This is an optimization exercise on Yosys and OpenROAD, whose aim is small area, a short achievable clock period and few clock cycles per item, not a production implementation.
In this exercise RTL edits were held to simulation tests only and were not proved equivalent to the original.
Power figures rest on the tool's default switching activity, not on a simulated workload.

Setup of P:
## texel_stream_to_bgra_decoder_core
module texel_stream_to_bgra_decoder_core (
    input  logic        aclk,
    input  logic        aresetn,
    input  logic        cfg_wr_en,
    input  logic [2:0]  cfg_addr,
    input  logic [13:0] cfg_wdata,
    input  logic        s_valid,
    output logic        s_ready,
    input  logic [31:0] s_texel_word,
    output logic        m_valid,
    input  logic        m_ready,
    output logic [23:0] m_pixel_index,
    output logic [7:0]  m_blue,
    output logic [7:0]  m_green,
    output logic [7:0]  m_red,
    output logic [7:0]  m_alpha,
    output logic        m_image_end
);
Size: roughly 1200 cells after synthesis, about 110 I/O pins, about 11000 um^2 of cells after synthesis.
==> flow/config.mk <==
export PLATFORM = sky130hd
export DESIGN_NAME = texel_stream_to_bgra_decoder_core
export DESIGN_NICKNAME = texel_stream_to_bgra_decoder_core
export VERILOG_FILES = /design/flow/design.v
export SDC_FILE = /design/flow/constraint.sdc
export NUM_CORES = 4
export LEC_CHECK = 0
export CAP_MARGIN = 20
export CORE_MARGIN = 2
export CORE_UTILIZATION = 65
export CTS_CLUSTER_DIAMETER = 80
export CTS_CLUSTER_SIZE = 24
export PLACE_DENSITY = 0.75
export SETUP_SLACK_MARGIN = 3.4
export SLEW_MARGIN = 20
==> flow/constraint.sdc <==
create_clock -name core_clock -period 6.5 [get_ports {aclk}]
set_input_delay 1.3000 -clock core_clock [delete_from_list [all_inputs] [get_ports {aclk}]]
set_output_delay 1.3000 -clock core_clock [all_outputs]
set_load 0.01 [all_outputs]
standard.sh (not shown) runs the stock make flow with config.mk's settings and CLKGATE_MAP_FILE= SYNTH_SCRIPT=/design/flow/synth_recipe.tcl, a recipe that flattens the netlist after the stock synthesis.
==> flow/flow/run.sh <==
#!/bin/bash
# Standard layout, with the port buffers inserted as buf_2 cells.
cp standard.sh standard_sh.log
cp config.mk config_mk.log
export BUFFER_PORTS_ARGS="-buffer_cell sky130_fd_sc_hd__buf_2"
bash standard.sh > standard.log 2>&1
Testbench counts of P, summed over its fixed seeds: cycles 210,358, pixels 165,777.
Changes in Q relative to P:
==> flow/run.sh (new file) <==
#!/bin/bash
# synth_recipe.tcl (not shown) runs the flow's synth.tcl, then flattens the netlist and writes it again
# the make line also repeats each setting of config.mk as NAME=value (left out here)
make -C /OpenROAD-flow-scripts/flow DESIGN_CONFIG=/design/flow/config.mk WORK_HOME=/design/flow/orfs CLKGATE_MAP_FILE= SYNTH_SCRIPT=/design/flow/synth_recipe.tcl finish
--- a/flow/config.mk
+++ b/flow/config.mk
@@ -9,7 +9,4 @@
 export CORE_MARGIN = 2
-export CORE_UTILIZATION = 65
-export CTS_CLUSTER_DIAMETER = 80
-export CTS_CLUSTER_SIZE = 24
-export PLACE_DENSITY = 0.75
-export SETUP_SLACK_MARGIN = 3.4
+export CORE_UTILIZATION = 40
+export SETUP_SLACK_MARGIN = 4.0
 export SLEW_MARGIN = 20
removed: flow/flow/run.sh
removed: flow/standard.sh
==> notes.md <==
- Taking P as the reference, in Q combinational power picked up an extra about 34%, share of power burned in combinational logic picked up an extra 1.5 points, post-CTS repair timing setup buffer count picked up an extra 31, clock skew lost 0.0067 ns, chip width picked up an extra about 27%.
- For the power density of the placed cells, Q came in 1.0 nW/um^2 lower than P did.
- Where detailed-route via count is concerned, P is better than Q.
Edits applied to the flow inputs when going from Q to R:
==> flow/flow/run.sh (new file) <==
#!/bin/bash
# Standard layout, with the port buffers inserted as buf_2 cells.
cp standard.sh standard_sh.log
cp config.mk config_mk.log
export BUFFER_PORTS_ARGS="-buffer_cell sky130_fd_sc_hd__buf_2"
bash standard.sh > standard.log 2>&1
==> flow/standard.sh (new file) <==
#!/bin/bash
# synth_recipe.tcl (not shown) runs the flow's synth.tcl, then flattens the netlist and writes it again
# the make line also repeats each setting of config.mk as NAME=value (left out here)
make -C /OpenROAD-flow-scripts/flow DESIGN_CONFIG=/design/flow/config.mk WORK_HOME=/design/flow/orfs CLKGATE_MAP_FILE= SYNTH_SCRIPT=/design/flow/synth_recipe.tcl "${@:-finish}"
--- a/flow/config.mk
+++ b/flow/config.mk
@@ -10,2 +10,4 @@
 export CORE_UTILIZATION = 40
+export CTS_CLUSTER_DIAMETER = 80
+export CTS_CLUSTER_SIZE = 24
 export SETUP_SLACK_MARGIN = 4.0
removed: flow/run.sh
==> comparison <==
R | status: complete | timing, DRC, antenna: pass. Comparing required time of the critical path for Q and R, the bigger number came from Q. Per the comparison of R with Q, remaining max-slew budget at the tightest pin lost 1.5 points, total design power lost about 15%, total of fill cells in the finished design picked up an extra 6.6%, sequential share of layout area picked up an extra 3.1 points. Die area of Q is on par with R. Against Q, R comes in about 4% lower on detailed-route via count. Timing-limited maximum frequency ended up about 0.47% lower on R than on Q. Higher count of clock buffers in the final design was reported by Q, not R. The lower final wirelength of Q and R is in R.
diff inputs: R => S
==> flow/run.sh (new file) <==
#!/bin/bash
# synth_recipe.tcl (not shown) runs the flow's synth.tcl, then flattens the netlist and writes it again
# the make line also repeats each setting of config.mk as NAME=value (left out here)
make -C /OpenROAD-flow-scripts/flow DESIGN_CONFIG=/design/flow/config.mk WORK_HOME=/design/flow/orfs CLKGATE_MAP_FILE= SYNTH_SCRIPT=/design/flow/synth_recipe.tcl finish
removed: flow/flow/run.sh
removed: flow/standard.sh
### Flow results
- R closes out successfully: all stages finished, all timing, DRC and antenna checks passed.
- S: flow completed, timing, DRC and antenna clean
- The part of the total power dissipated in combinational logic in S was higher than what R gave.
- Switching power total (S over R): increase, about 1.8%
- S: placer's final routability congestion estimate about 2.4% below R
- R → S: required time of the critical path flat; time the final worst path needs with I/O delays and setup now sits higher; total half-perimeter wirelength after legalization and detailed placement went up 250 um; total power after layout went up.
- Taking R as the reference, in S part of the total power dissipated in the clock network went up by 1.1 points, routed length on met1 was more or less identical, utilization after layout went up by 2.1 points, final cycle utilization of the critical path went up by 0.17 points.

==> re-timing with driven ports <==
Ports are ideal in the flow. The routed layouts listed here were re-timed in OpenROAD.
Step 1 sets driving cells, clkbuf_16 on the clock port and buf_2 on the other inputs (assumed; they add their load-dependent delay and slew).
Step 2 adds t to the input delays and takes it off the output delays; t is the mean of the earliest and latest rising clock arrival at the registers after step 1. Input paths then give back, and output paths get back, about the clock's delay inside the block.
a / b / c = no drivers / after step 1 / after step 2; a / b = the first two.
| run | shift t [ns] | slack for setup (ns) | latest minus earliest clock arrival (ns) | worst slew at a driven data input, ns |
|---|---|---|---|---|
| P | 0.517 | 3.469 / 3.469 / 3.133 | 0.023 / 0.024 | 0.05 |
| Q | 0.572 | 3.909 / 3.920 / 3.348 | 0.018 / 0.018 | 0.06 |
| R | 0.524 | 3.897 / 3.912 / 3.387 | 0.016 / 0.017 | 0.05 |
| S | 0.524 | 3.886 / 3.892 / 3.368 | 0.015 / 0.015 | 0.05 |
After both steps every run listed still meets setup and hold. For Q, which loses most, drivers alone change the setup slack by +0.011 ns; drivers and shift together by -0.561 ns.
